What follows belongs to an exercise in optimizing a design on an open flow for small area, a short achievable clock period and few clock cycles per item; a production flow would make more cautious choices. The RTL was checked by simulation tests, not by an equivalence proof against the original design.

==> flow/design.v (outline; a module is shown in full before it is edited, if it fits) <==
// module fsrc_axis: 1830 lines
// module foveated_shading_rate_classifier_top: 180 lines
module foveated_shading_rate_classifier_top #(
  parameter int COORD_BITS = 12
) (
  input  logic                                 clk,
  input  logic                                 rst_n,
  input  logic                                 in_tvalid,
  output logic                                 in_tready,
  input  logic [23:0]                          in_tdata,    
  output logic                                 out_tvalid,
  input  logic                                 out_tready,
  output logic [7:0]                           out_tdata,   
  input  logic                                 cfg_we,
  input  logic [fsrc_pkg::CFG_IDX_W-1:0]       cfg_index,
  input  logic [fsrc_pkg::CFG_DATA_W-1:0]      cfg_wdata
);
  // ...
==> flow/run.sh <==
#!/bin/bash
# synth_recipe.tcl (not shown) runs the flow's synth.tcl, then flattens the netlist and writes it again
# the make line also repeats each setting of config.mk as NAME=value (left out here)
make -C /OpenROAD-flow-scripts/flow DESIGN_CONFIG=/design/flow/config.mk WORK_HOME=/design/flow/orfs CLKGATE_MAP_FILE= SYNTH_SCRIPT=/design/flow/synth_recipe.tcl finish
==> flow/config.mk <==
export PLATFORM = sky130hd
export DESIGN_NAME = foveated_shading_rate_classifier_top
export DESIGN_NICKNAME = foveated_shading_rate_classifier_top
export VERILOG_FILES = /design/flow/design.v
export SDC_FILE = /design/flow/constraint.sdc
export NUM_CORES = 4
export LEC_CHECK = 0
export ABC_AREA = 1
export CAP_MARGIN = 20
export CORE_MARGIN = 2
export CORE_UTILIZATION = 40
export CTS_CLUSTER_DIAMETER = 100
export CTS_CLUSTER_SIZE = 20
export SETUP_SLACK_MARGIN = 4.7
export SLEW_MARGIN = 20
==> flow/constraint.sdc <==
create_clock -name core_clock -period 7.5 [get_ports {clk}]
set_input_delay 1.5000 -clock core_clock [delete_from_list [all_inputs] [get_ports {clk}]]
set_output_delay 1.5000 -clock core_clock [all_outputs]
set_load 0.01 [all_outputs]
==> flow_summary_export.csv, run 1 <==
group,metric,value,unit
status,result_of_the_run,"no timing/DRC/antenna violations",
layout,design.final.nets,6591,
yosys,postSynthRegisterBits,660,
die,die_x,351.6,um
critical_path,end_kind,"flip-flop",
sta,worst_slew_margin_rel,43.62,%
clock_tree,cts-htree-levels,2,
grt,wire_length_of_the_first_global_routing_pass,219.9,mm
placed_design,hpwl,105.7,mm
placed_design,port-buffer-count,67,
layout,biggestCellCategory,"multi-input combinational cells",
yosys,synth_sequential_area_ratio,31.23,%
critical_path,path_max_fanout,7,
die,well_tap_count,1612,
grt,grt_use_met3,4.821,%
clock_tree,cts.repair_timing.setup_buffer_count,78,
route,dr.max_layer_used,"met5",
critical_path,crit_required,8.00,ns
layout,non_filler_cells_final,7348,
critical_path,worst-r2r-cell-count,11,
grt,grt_max_degree,55,
critical_path,worst_setup_path_endpoint,"u_axis_x.mr517",
sta,setup_tns,0,ns
sta,highest_attainable_clock_frequency,0.3477,GHz
clock_tree,cts-resized-gates,155,
layout,signal_buffers_share_of_area,3.784,%
yosys,synth_simple_gate_area_share,12.04,%
critical_path,crit_start,"u_axis_x.m[3]",
critical_path,critical-path-slowest-cell,"sky130_fd_sc_hd__fa_2",
yosys,synth_enable_flop_cells,188,
layout,flops_and_latches,660,
critical_path,worstSetupPathType,"flip-flop to flip-flop",
route,remaining_drc_errors,0,
die,chipHeight,351.6,um
critical_path,r2r_end,"u_axis_x.mr517",
min_path,hold_start,"u_axis_x.eo",
layout,multi_input_comb_area,0.02898,mm^2
Testbench counts, summed over its fixed seeds: cycles 16,448, items 16,384.
==> inputs of run 2 (changes only) <==
--- a/flow/config.mk
+++ b/flow/config.mk
@@ -6,10 +6,10 @@
 export NUM_CORES = 4
 export LEC_CHECK = 0
 export ABC_AREA = 1
-export CAP_MARGIN = 20
+export CAP_MARGIN = 10
 export CORE_MARGIN = 2
 export CORE_UTILIZATION = 40
-export CTS_CLUSTER_DIAMETER = 100
-export CTS_CLUSTER_SIZE = 20
+export CTS_CLUSTER_DIAMETER = 120
+export CTS_CLUSTER_SIZE = 25
 export SETUP_SLACK_MARGIN = 4.7
-export SLEW_MARGIN = 20
+export SLEW_MARGIN = 10
==> flow_summary_export.csv, run 2 <==
group,metric,value,unit
grt,grt_max_degree,55,
critical_path,slowest_delay,0.61,ns
route,drtPass1Iterations,6,
die,initial_core_util,40.29,%
yosys,synth-adder-area-share,28.63,%
status,result_of_the_run,"no timing/DRC/antenna violations",
critical_path,crit_required,8.10,ns
yosys,synth_mux_area_share,0.6367,%
die,top_level_ports,74,
sta,setup_tns,0,ns
yosys,netlist.area_leader.share,19.55,%
sta,final.hold.worst_slack,0.3381,ns
layout,layout_top_registers,"left_center_r x32, right_center_r x32",
layout,most_common_cell_after_layout_fill_and_taps_aside,"sky130_fd_sc_hd__inv_1",
sta,slew_viol_final,0,
critical_path,worstSetupPathType,"flip-flop to flip-flop",
sta,tightest_pin_transition,0.8630,ns
critical_path,path_max_fanout,7,
sta,setup_violations,0,
yosys,largest_family_of_logic_cells_by_synthesized_area,"adder cells",
grt,number_of_global_route_vias_before_repair,38591,
yosys,ys.flop_type,"sky130_fd_sc_hd__dfxtp_1",
yosys,synthTopCellsByArea,"sky130_fd_sc_hd__dfxtp_1 (20%), sky130_fd_sc_hd__fa_1 (19%), sky130_fd_sc_hd__edfxtp_1 (12%)",
layout,multi_input_comb_area,0.02897,mm^2
sta,timing.clock.skew,0.05894,ns
die,die_area,0.1236,mm^2
grt,wire_length_of_the_first_global_routing_pass,219.7,mm
layout,design.final.nets,6592,
critical_path,critical-path-slowest-cell,"sky130_fd_sc_hd__fa_2",
placed_design,port-buffer-count,67,
route,drt_first_iter_violations,4038,
yosys,yosysWarnings,2,
clock_tree,clock-sinks,660,
sta,highest_attainable_clock_frequency,0.3475,GHz
yosys,postSynthRegisterBits,660,
sta,hold_viol_final,0,
yosys,share_of_the_synthesized_area_in_compound_gates_ao_oa_aoi_oai,14.02,%
layout,mostFrequentLayoutCells,"sky130_fd_sc_hd__inv_1 (1,093), sky130_fd_sc_hd__nand2_1 (887), sky130_fd_sc_hd__a21oi_1 (497), sky130_fd_sc_hd__fa_1 (453), sky130_fd_sc_hd__dfxtp_1 (400)",
critical_path,crit_buf_inv,5,
sta,timing.final.crit_period,2.878,ns
yosys,synthTopCellsByCount,"sky130_fd_sc_hd__inv_1 (1,119), sky130_fd_sc_hd__nand2_1 (912), sky130_fd_sc_hd__a21oi_1 (511)",
grt,globalRouteOverflowTotal,0,
layout,area_delta_synth_final,11.74,%
layout,finalInstanceArea,0.05401,mm^2
yosys,netlist.top_cell.by_area,"sky130_fd_sc_hd__dfxtp_1",
critical_path,worst-r2r-setup-slack,4.62,ns
die,core,0.1200,mm^2
yosys,synthesis.area_per_instance,8.633,um^2
yosys,xor_xnor_share_of_the_synthesized_area,2.990,%
yosys,synth_enable_flop_cells,188,
die,rows,127,
sta,period_share,38.37,%
die,chipHeight,351.6,um
critical_path,end_kind,"flip-flop",
route,ant_nets,0,
clock_tree,cts_tree,"yes",
critical_path,critical_path.top_delay_family,"adder cells",
layout,final-seq-area,0.01529,mm^2
route,via_count_of_the_routed_design,39321,
route,vias_per_cell,5.356,
layout,drive_above_1_share,8.639,%
min_path,hp-class,"flip-flop to flip-flop",
critical_path,critPathArrivalTime,3.48,ns
sta,rsz0062_at_grt,"true",
clock_tree,cts-htree-levels,2,
grt,track_usage,22.82,%
critical_path,critical-path-top-cell-by-count,"sky130_fd_sc_hd__fa_2",
layout,non_filler_cells_final,7342,
route,wire_per_inst,19.47,um
clock_tree,clk_pin_slew_worst_paths,0.09,ns
clock_tree,cts_max_path_buffers,3,
grt,antenna_found_initial,7,
yosys,synth_area,0.04834,mm^2
critical_path,worstPathCellList,"inv_2, nor2_2, buf_6, clkinvlp_4, buf_6, o22ai_2, a21oi_2, fa_2, inv_1, fa_2, fa_2",
yosys,postSynthCellCount,5599,
yosys,synthArstFlopShare,0,%
sta,worst_slew_margin_rel,42.33,%
placed_design,dpl_cell_area,0.05061,mm^2
clock_tree,clock_tree.root_cell,"sky130_fd_sc_hd__clkbuf_16",
run,max_cap_viols,0,
placed_design,routability_congestion_estimate,0.9550,
layout,num_antenna_cells,0,
placed_design,hpwl,105.7,mm
layout,final.fill_count,11701,
yosys,unique_masters_post_synth,52,
die,die_x,351.6,um
yosys,synth_simple_gate_area_share,12.04,%
yosys,synth_sequential_area_ratio,31.23,%
placed_design,placedCellCount,7120,
clock_tree,numCtsBuffers,37,
yosys,yosysMostFrequentCell,"sky130_fd_sc_hd__inv_1",
clock_tree,clk_latency,0.66,ns
route,remaining_drc_errors,0,
route,wirelength,143.0,mm
critical_path,worst_setup_path_start_kind,"flip-flop",
run 2: cell counts after synthesis:
Identical to the previous run, type by type.
run 2: cell type report:
type                       count  area share, %
timing repair inverter         2        0.02780
multi-input combinational   3616          53.63
timing repair buffer         244          3.931
clock inverter                12         0.3799
inverter                    1143          8.108
tap                         1612          3.734
sequential                   660          28.30
clock buffer                  53          1.883
run 2: path summary, 6_finish.rpt:
check / startpoint / endpoint / cells past startpoint
min: u_axis_x.eo / u_axis_x.eo2 / 0
min reg2reg: u_axis_x.eo / u_axis_x.eo2 / 0
max reg2reg: u_axis_x.m[3] / u_axis_x.mr508 / 11
max: u_axis_x.m[3] / u_axis_x.mr508 / 11
run 2: metal layers:
metal  global-route usage, %  up-vias  wire, um
met2                   36.01     1832     63220
li1                        -    18413         -
met3                   4.430      419     12790
met4                   8.791        4      6195
met5                       0        -        26
met1                   30.93    18653     60740
run 2: metrics by stage:
step | util (%) | worst slack, ns
after floorplan | - | 4.524
after global placement | 42.18 | 3.703
after detailed placement | 42.18 | 3.709
after CTS | 44.00 | 4.602
after global routing | 45.02 | 4.573
final | 45.02 | 4.622
run 2: cell families (layout without fill, tap and decap cells):
logic type / count (synthesis) / after routing
and+or+nand+nor: 1427 / 1432
xor gates and xnor gates: 165 / 165
buffers and inverters: 1333 / 1454
other: 1 / 6
adders and majority gates: 824 / 824
AOI/OAI and AO/OA: 1159 / 1159
DFF: 660 / 660
muxes: 30 / 30
run 2: timing repair:
| item | CTS | global route |
|---|---|---|
| resized for setup | 153 | 184 |
| gates cloned | 7 | 7 |
| setup buffers | 70 | 73 |
| hold buffers | 0 | 0 |
| pin swaps | 14 | 31 |
| endpoints found under the setup margin | 181 | 123 |
==> inputs of run 3 (changes only) <==
--- a/flow/config.mk
+++ b/flow/config.mk
@@ -11,5 +11,5 @@
 export CORE_UTILIZATION = 40
 export CTS_CLUSTER_DIAMETER = 120
 export CTS_CLUSTER_SIZE = 25
-export SETUP_SLACK_MARGIN = 4.7
+export SETUP_SLACK_MARGIN = 4.6
 export SLEW_MARGIN = 10
==> flow_summary_export.csv, run 3 <==
group,metric,value,unit
status,result_of_the_run,"no timing/DRC/antenna violations",
clock_tree,clk_pin_slew_worst_paths,0.10,ns
min_path,worstHoldEndpoint,"u_axis_y.eo2",
grt,globalRouteOverflowTotal,0,
layout,drive_above_1_share,6.359,%
layout,final.fill_count,11745,
die,initial_core_util,40.29,%
yosys,synth_simple_gate_area_share,12.04,%
clock_tree,cts-hold-fix-buffers,0,
die,chipHeight,351.6,um
critical_path,r2r_end,"u_axis_x.mr490",
route,wire_per_inst,19.43,um
sta,highest_attainable_clock_frequency,0.3470,GHz
placed_design,port-buffer-count,67,
critical_path,worst-r2r-cell-count,6,
critical_path,rr_startpoint,"inv_x_r[4]",
yosys,ys.flop_type,"sky130_fd_sc_hd__dfxtp_1",
clock_tree,clock_tree.root_cell,"sky130_fd_sc_hd__clkbuf_16",
grt,wire_length_of_the_first_global_routing_pass,219.9,mm
run,max_cap_viols,0,
critical_path,worst_setup_path_start_kind,"flip-flop",
yosys,yosysWarnings,2,
clock_tree,clk_latency,0.65,ns
clock_tree,clock-sinks,660,
grt,track_usage,22.72,%
yosys,yosysMostFrequentCell,"sky130_fd_sc_hd__inv_1",
layout,layout_top_registers,"left_center_r x32, right_center_r x32",
sta,worst_slew_margin_rel,36.92,%
clock_tree,cts_max_path_buffers,3,
yosys,share_of_the_synthesized_area_in_compound_gates_ao_oa_aoi_oai,14.02,%
yosys,largest_family_of_logic_cells_by_synthesized_area,"adder cells",
route,vias_per_cell,5.380,
die,core,0.1200,mm^2
layout,most_common_cell_after_layout_fill_and_taps_aside,"sky130_fd_sc_hd__inv_1",
route,remaining_drc_errors,0,
clock_tree,cts-htree-levels,2,
sta,hold_viol_final,0,
critical_path,crit_required,7.98,ns
yosys,xor_xnor_share_of_the_synthesized_area,2.990,%
die,die_area,0.1236,mm^2
critical_path,end_kind,"flip-flop",
sta,rsz0062_at_grt,"true",
yosys,synth_area,0.04834,mm^2
die,rows,127,
yosys,netlist.area_leader.share,19.55,%
route,drtPass1Iterations,13,
placed_design,routability_congestion_estimate,0.9646,
layout,mostFrequentLayoutCells,"sky130_fd_sc_hd__inv_1 (1,102), sky130_fd_sc_hd__nand2_1 (889), sky130_fd_sc_hd__a21oi_1 (505), sky130_fd_sc_hd__fa_1 (467), sky130_fd_sc_hd__dfxtp_1 (420)",
sta,slew_viol_final,0,
min_path,hp-class,"flip-flop to flip-flop",
yosys,synth_enable_flop_cells,188,
route,wirelength,141.7,mm
sta,timing.final.crit_period,2.882,ns
yosys,netlist.top_cell.by_area,"sky130_fd_sc_hd__dfxtp_1",
sta,setup_violations,0,
route,ant_nets,0,
yosys,synthArstFlopShare,0,%
clock_tree,numCtsBuffers,36,
min_path,timing.hold.worst_path_depth,0,
grt,number_of_global_route_vias_before_repair,39479,
clock_tree,cts_tree,"yes",
critical_path,path_max_fanout,10,
min_path,hold_start,"u_axis_y.eo",
sta,timing.clock.skew,0.06416,ns
layout,design.final.nets,6539,
sta,setup_tns,0,ns
die,die_x,351.6,um
yosys,postSynthRegisterBits,660,
yosys,synthesis.area_per_instance,8.633,um^2
sta,period_share,38.42,%
critical_path,critPathArrivalTime,3.37,ns
sta,tightest_pin_transition,0.9426,ns
yosys,postSynthCellCount,5599,
route,drt_first_iter_violations,3876,
yosys,synth-adder-area-share,28.63,%
yosys,synth_sequential_area_ratio,31.23,%
yosys,synthTopCellsByArea,"sky130_fd_sc_hd__dfxtp_1 (20%), sky130_fd_sc_hd__fa_1 (19%), sky130_fd_sc_hd__edfxtp_1 (12%)",
yosys,unique_masters_post_synth,52,
yosys,synthTopCellsByCount,"sky130_fd_sc_hd__inv_1 (1,119), sky130_fd_sc_hd__nand2_1 (912), sky130_fd_sc_hd__a21oi_1 (511)",
placed_design,hpwl,105.9,mm
grt,grt_max_degree,55,
layout,area_delta_synth_final,9.836,%
route,via_count_of_the_routed_design,39220,
yosys,synth_mux_area_share,0.6367,%
grt,antenna_found_initial,14,
die,top_level_ports,74,
critical_path,worst-r2r-setup-slack,4.62,ns
critical_path,worstSetupPathType,"flip-flop to flip-flop",
==> run 3: critical path, stage by stage (launching register included) <==
cell and delay (ns):
sky130_fd_sc_hd__edfxtp_1 0.86, sky130_fd_sc_hd__clkinvlp_4 0.49, sky130_fd_sc_hd__o22ai_1 0.21, sky130_fd_sc_hd__a21oi_1 0.10
sky130_fd_sc_hd__fa_1 0.61, sky130_fd_sc_hd__inv_1 0.06, sky130_fd_sc_hd__fa_1 0.43
==> run 3: logic make-up after synthesis <==
| kind of cell | Yosys count |
|---|---|
| and+or+nand+nor | 1427 |
| AOI/OAI and AO/OA | 1159 |
| xor gates and xnor gates | 165 |
| muxes | 30 |
| buffers and inverters | 1333 |
| adders and majority gates | 824 |
| DFF | 660 |
| other | 1 |
==> run 3: area by class of cell <==
cell class	count	area, um^2	share of cell area [%]
diodes	1	2.502	0.004713
clock buffers	51	979.7	1.845
clock inverters	13	158.9	0.2993
inverters	1143	4350	8.194
multi-input cells	3613	28630	53.92
flip-flops and latches	660	15200	28.63
well taps	1612	2017	3.799
repair buffers	194	1735	3.269
repair inverters	3	20.02	0.03771
==> run 3: how the worst max path moves through the flow <==
stage | from | to | slack, ns
finish | inv_x_r[4] | u_axis_x.mr490 | 4.62
global route | u_axis_x.m[2] | u_axis_x.mr523 | 4.55
CTS | u_axis_y.m[10] | u_axis_y.mr490 | 4.60
detailed placement | in_tdata[5] | left_r | 3.80
global placement | in_tdata[5] | left_r | 3.86
floorplan | rst_n | inner_sq_r[0] | 4.51
==> run 3: repair_timing <==
item,CTS,global route
endpoints found under the setup margin,153,106
setup buffers,40,51
gates resized for setup,92,101
pin swaps,6,17
gates cloned,3,7
==> run 3: per-stage QoR <==
| stage | setup slack [ns] | instance area (um^2) | std cells | hold WS, ns | util [%] |
|---|---|---|---|---|---|
| 6_report | 4.618 | 53090 | 7290 | 0.3392 | 44.26 |
| 3_5_place_dp | 3.801 | 50610 | 7124 | 0.3121 | 42.19 |
| 5_1_grt | 4.547 | 53090 | 7289 | 0.3492 | 44.25 |
| 4_1_cts | 4.600 | 52260 | 7231 | 0.3465 | 43.56 |
| 2_1_floorplan | 4.508 | 48450 | 5604 | 0.3096 | - |
| 3_3_place_gp | 3.859 | 50610 | 7124 | 0.3136 | 42.19 |
==> run 3: per-layer routing <==
metal / global-route usage [%] / wire length, um / vias up
met1: 30.09 / 59170 / 18596
met3: 5.053 / 13520 / 470
met2: 36.43 / 62980 / 1867
met4: 8.242 / 5936 / 10
met5: 0 / 72 / -
li1: - / - / 18277
==> inputs of run 4 (changes only) <==
--- a/flow/config.mk
+++ b/flow/config.mk
@@ -11,5 +11,5 @@
 export CORE_UTILIZATION = 40
 export CTS_CLUSTER_DIAMETER = 120
 export CTS_CLUSTER_SIZE = 25
-export SETUP_SLACK_MARGIN = 4.6
+export SETUP_SLACK_MARGIN = 4.5
 export SLEW_MARGIN = 10
==> flow_summary_export.csv, run 4 <==
group,metric,value,unit
status,result_of_the_run,"no timing/DRC/antenna violations",
sta,setup_violations,0,
critical_path,crit_start,"u_axis_x.m[3]",
sta,setup_tns,0,ns
critical_path,crit_required,7.97,ns
yosys,largest_family_of_logic_cells_by_synthesized_area,"adder cells",
run,max_cap_viols,0,
route,met3_length,12.36,mm
route,dr.max_layer_used,"met5",
yosys,netlist.area_leader.share,19.55,%
grt,wire_length_of_the_first_global_routing_pass,211.8,mm
layout,layout_top_registers,"left_center_r x32, right_center_r x32",
sta,hold_viol_final,0,
die,rows,127,
yosys,unique_masters_post_synth,52,
yosys,synthArstFlopShare,0,%
yosys,synth_enable_flop_cells,188,
yosys,synth_simple_gate_area_share,12.04,%
layout,area_delta_synth_final,9.220,%
yosys,share_of_the_synthesized_area_in_compound_gates_ao_oa_aoi_oai,14.02,%
placed_design,routability_congestion_estimate,0.9710,
yosys,netlist.top_cell.by_area,"sky130_fd_sc_hd__dfxtp_1",
route,vias_per_cell,5.336,
critical_path,worst-r2r-cell-count,10,
sta,timing.clock.skew,0.05674,ns
sta,slew_viol_final,0,
yosys,synth-adder-area-share,28.63,%
sta,timing.final.crit_period,2.972,ns
die,die_x,351.6,um
clock_tree,clock-sinks,660,
layout,drive_above_1_share,5.749,%
yosys,synthTopCellsByCount,"sky130_fd_sc_hd__inv_1 (1,119), sky130_fd_sc_hd__nand2_1 (912), sky130_fd_sc_hd__a21oi_1 (511)",
yosys,yosysWarnings,2,
critical_path,critPathArrivalTime,3.44,ns
critical_path,worst_setup_path_endpoint,"u_axis_x.mr517",
die,chipHeight,351.6,um
yosys,synthesis.area_per_instance,8.633,um^2
critical_path,rr_startpoint,"u_axis_x.m[3]",
route,drtPass1Iterations,6,
sta,highest_attainable_clock_frequency,0.3365,GHz
yosys,synthTopCellsByArea,"sky130_fd_sc_hd__dfxtp_1 (20%), sky130_fd_sc_hd__fa_1 (19%), sky130_fd_sc_hd__edfxtp_1 (12%)",
yosys,xor_xnor_share_of_the_synthesized_area,2.990,%
critical_path,worstSetupPathType,"flip-flop to flip-flop",
yosys,yosysMostFrequentCell,"sky130_fd_sc_hd__inv_1",
sta,tightest_pin_transition,1.165,ns
sta,final.hold.worst_slack,0.3346,ns
yosys,synth_sequential_area_ratio,31.23,%
critical_path,path_max_fanout,6,
critical_path,end_kind,"flip-flop",
critical_path,critical-path-top-cell-by-count,"sky130_fd_sc_hd__fa_1",
yosys,postSynthCellCount,5599,
grt,number_of_global_route_vias_before_repair,38119,
route,dr_wl_met2,60.72,mm
route,drt_first_iter_violations,3510,
sta,worst_slew_margin_rel,21.81,%
clock_tree,clk_pin_slew_worst_paths,0.10,ns
yosys,synth_mux_area_share,0.6367,%
critical_path,slowest_delay,0.62,ns
yosys,postSynthRegisterBits,660,
sta,period_share,39.63,%
placed_design,port-buffer-count,67,
critical_path,worst_setup_path_start_kind,"flip-flop",
clock_tree,cts-hold-fix-buffers,0,
placed_design,hpwl,103.6,mm
route,via_count_of_the_routed_design,38876,
route,wirelength,137.4,mm
sta,rsz0062_at_grt,"true",
die,initial_core_util,40.29,%
clock_tree,cts_tree,"yes",
grt,antenna_found_initial,9,
route,wire_per_inst,18.86,um
layout,design.final.nets,6537,
clock_tree,clock_tree.root_cell,"sky130_fd_sc_hd__clkbuf_16",
clock_tree,clk_latency,0.63,ns
grt,globalRouteOverflowTotal,0,
die,die_area,0.1236,mm^2
clock_tree,cts-htree-levels,2,
die,top_level_ports,74,
min_path,hp-class,"flip-flop to flip-flop",
route,met1_length,58.82,mm
critical_path,critical-path-slowest-cell,"sky130_fd_sc_hd__fa_1",
grt,grt_max_degree,55,
critical_path,r2r_end,"u_axis_x.mr517",
route,remaining_drc_errors,0,
clock_tree,numCtsBuffers,34,
route,ant_nets,0,
yosys,synth_area,0.04834,mm^2
critical_path,worst-r2r-setup-slack,4.53,ns
yosys,ys.flop_type,"sky130_fd_sc_hd__dfxtp_1",
clock_tree,cts_max_path_buffers,3,
layout,mostFrequentLayoutCells,"sky130_fd_sc_hd__inv_1 (1,106), sky130_fd_sc_hd__nand2_1 (893), sky130_fd_sc_hd__a21oi_1 (511), sky130_fd_sc_hd__fa_1 (467), sky130_fd_sc_hd__dfxtp_1 (426)",
die,core,0.1200,mm^2
grt,track_usage,21.75,%
layout,most_common_cell_after_layout_fill_and_taps_aside,"sky130_fd_sc_hd__inv_1",
critical_path,worstPathCellList,"inv_1, nor2_4, buf_6, clkinvlp_4, o22ai_1, a21oi_1, fa_1, inv_1, fa_1, fa_1",
## run 4: layout make-up
type | instances | area, um^2
inverters | 1143 | 4353
diodes | 2 | 5.005
multi-input cells | 3612 | 28480
repair buffers | 196 | 1699
clock buffers | 51 | 988.4
well taps | 1612 | 2017
repair inverters | 2 | 15.01
flip-flops and latches | 660 | 15160
clock inverters | 7 | 78.83
fillers | 11768 | 67180
## run 4: critical path: cells and delay by family, from the launching register on
kind / cells / cell delay, ns
adders and majority gates: 3 / 1.50
buffers and inverters: 4 / 0.54
DFF: 1 / 0.39
AOI/OAI and AO/OA: 2 / 0.25
and+or+nand+nor: 1 / 0.12
## run 4: cells by family (layout without fill, tap and decap cells)
kind of cell	after synthesis	in the layout
AND/OR/NAND/NOR	1427	1428
XOR/XNOR	165	165
adder cells (fa/ha/maj)	824	824
AO/OA/AOI/OAI	1159	1159
other	1	8
buffers and inverters	1333	1399
multiplexers	30	30
flip-flops	660	660
## run 4: stage by stage
stage	setup WS, ns	instance area [um^2]	util (%)	instances
3_5_place_dp	3.712	50520	42.11	7120
3_3_place_gp	3.703	50520	42.11	7120
4_1_cts	4.448	51830	43.20	7196
6_report	4.528	52800	44.01	7285
5_1_grt	4.454	52790	44.00	7283
2_1_floorplan	3.969	48370	-	5604
## run 4: per-layer routing
layer | GRT usage (%) | vias up
met1 | 29.18 | 18506
met2 | 34.50 | 1689
met3 | 5.100 | 390
li1 | - | 18273
met5 | 0 | -
met4 | 7.343 | 18
## run 4: worst min path at each step
stage                     start      endpoint  slack [ns]  depth (start not counted)
CTS                 u_axis_y.eo  u_axis_y.eo2        0.33                          0
global route        u_axis_y.eo  u_axis_y.eo2        0.36                          0
detailed placement  u_axis_y.eo  u_axis_y.eo2        0.31                          0
global placement    u_axis_y.eo  u_axis_y.eo2        0.31                          0
floorplan           u_axis_x.eo  u_axis_x.eo2        0.31                          0
finish              u_axis_y.eo  u_axis_y.eo2        0.33                          0
## run 4: repair_timing
item | CTS | global route
endpoints found under the hold margin | 0 | 0
buffers inserted | 17 | 80
gates cloned | 1 | 7
setup endpoints to repair | 119 | 113
gates resized for setup | 50 | 99
pin swaps | 1 | 13

==> re-timing with driven ports <==
In the flow no input, the clock included, has a driving cell. The finished layouts below were timed again as built, in two steps.
Step 1 (the two cells are an assumption about what drives the block):
set clk [get_ports {clk}]
set_driving_cell -lib_cell sky130_fd_sc_hd__clkbuf_16 $clk
set_driving_cell -lib_cell sky130_fd_sc_hd__buf_2 [delete_from_list [all_inputs] $clk]
Step 2 also shifts input and output timing later by t, the mid clock arrival at the registers, as if the neighbouring blocks saw the same clock.
Slacks: no drivers / after step 1 / after step 2; pairs: no drivers / after step 1.
| run | t (ns) | slack for setup (ns) | worst slew at a driven data input, ns |
|---|---|---|---|
| run 1 | 0.697 | 4.624 / 4.624 / 4.114 | 0.09 |
| run 2 | 0.707 | 4.622 / 4.622 / 4.108 | 0.10 |
| run 3 | 0.685 | 4.618 / 4.618 / 4.006 | 0.16 |
| run 4 | 0.665 | 4.528 / 4.528 / 4.021 | 0.16 |
After both steps every run listed still meets setup and hold. For run 3, which loses most, drivers alone change the setup slack by 0.000 ns; drivers and shift together by -0.612 ns.
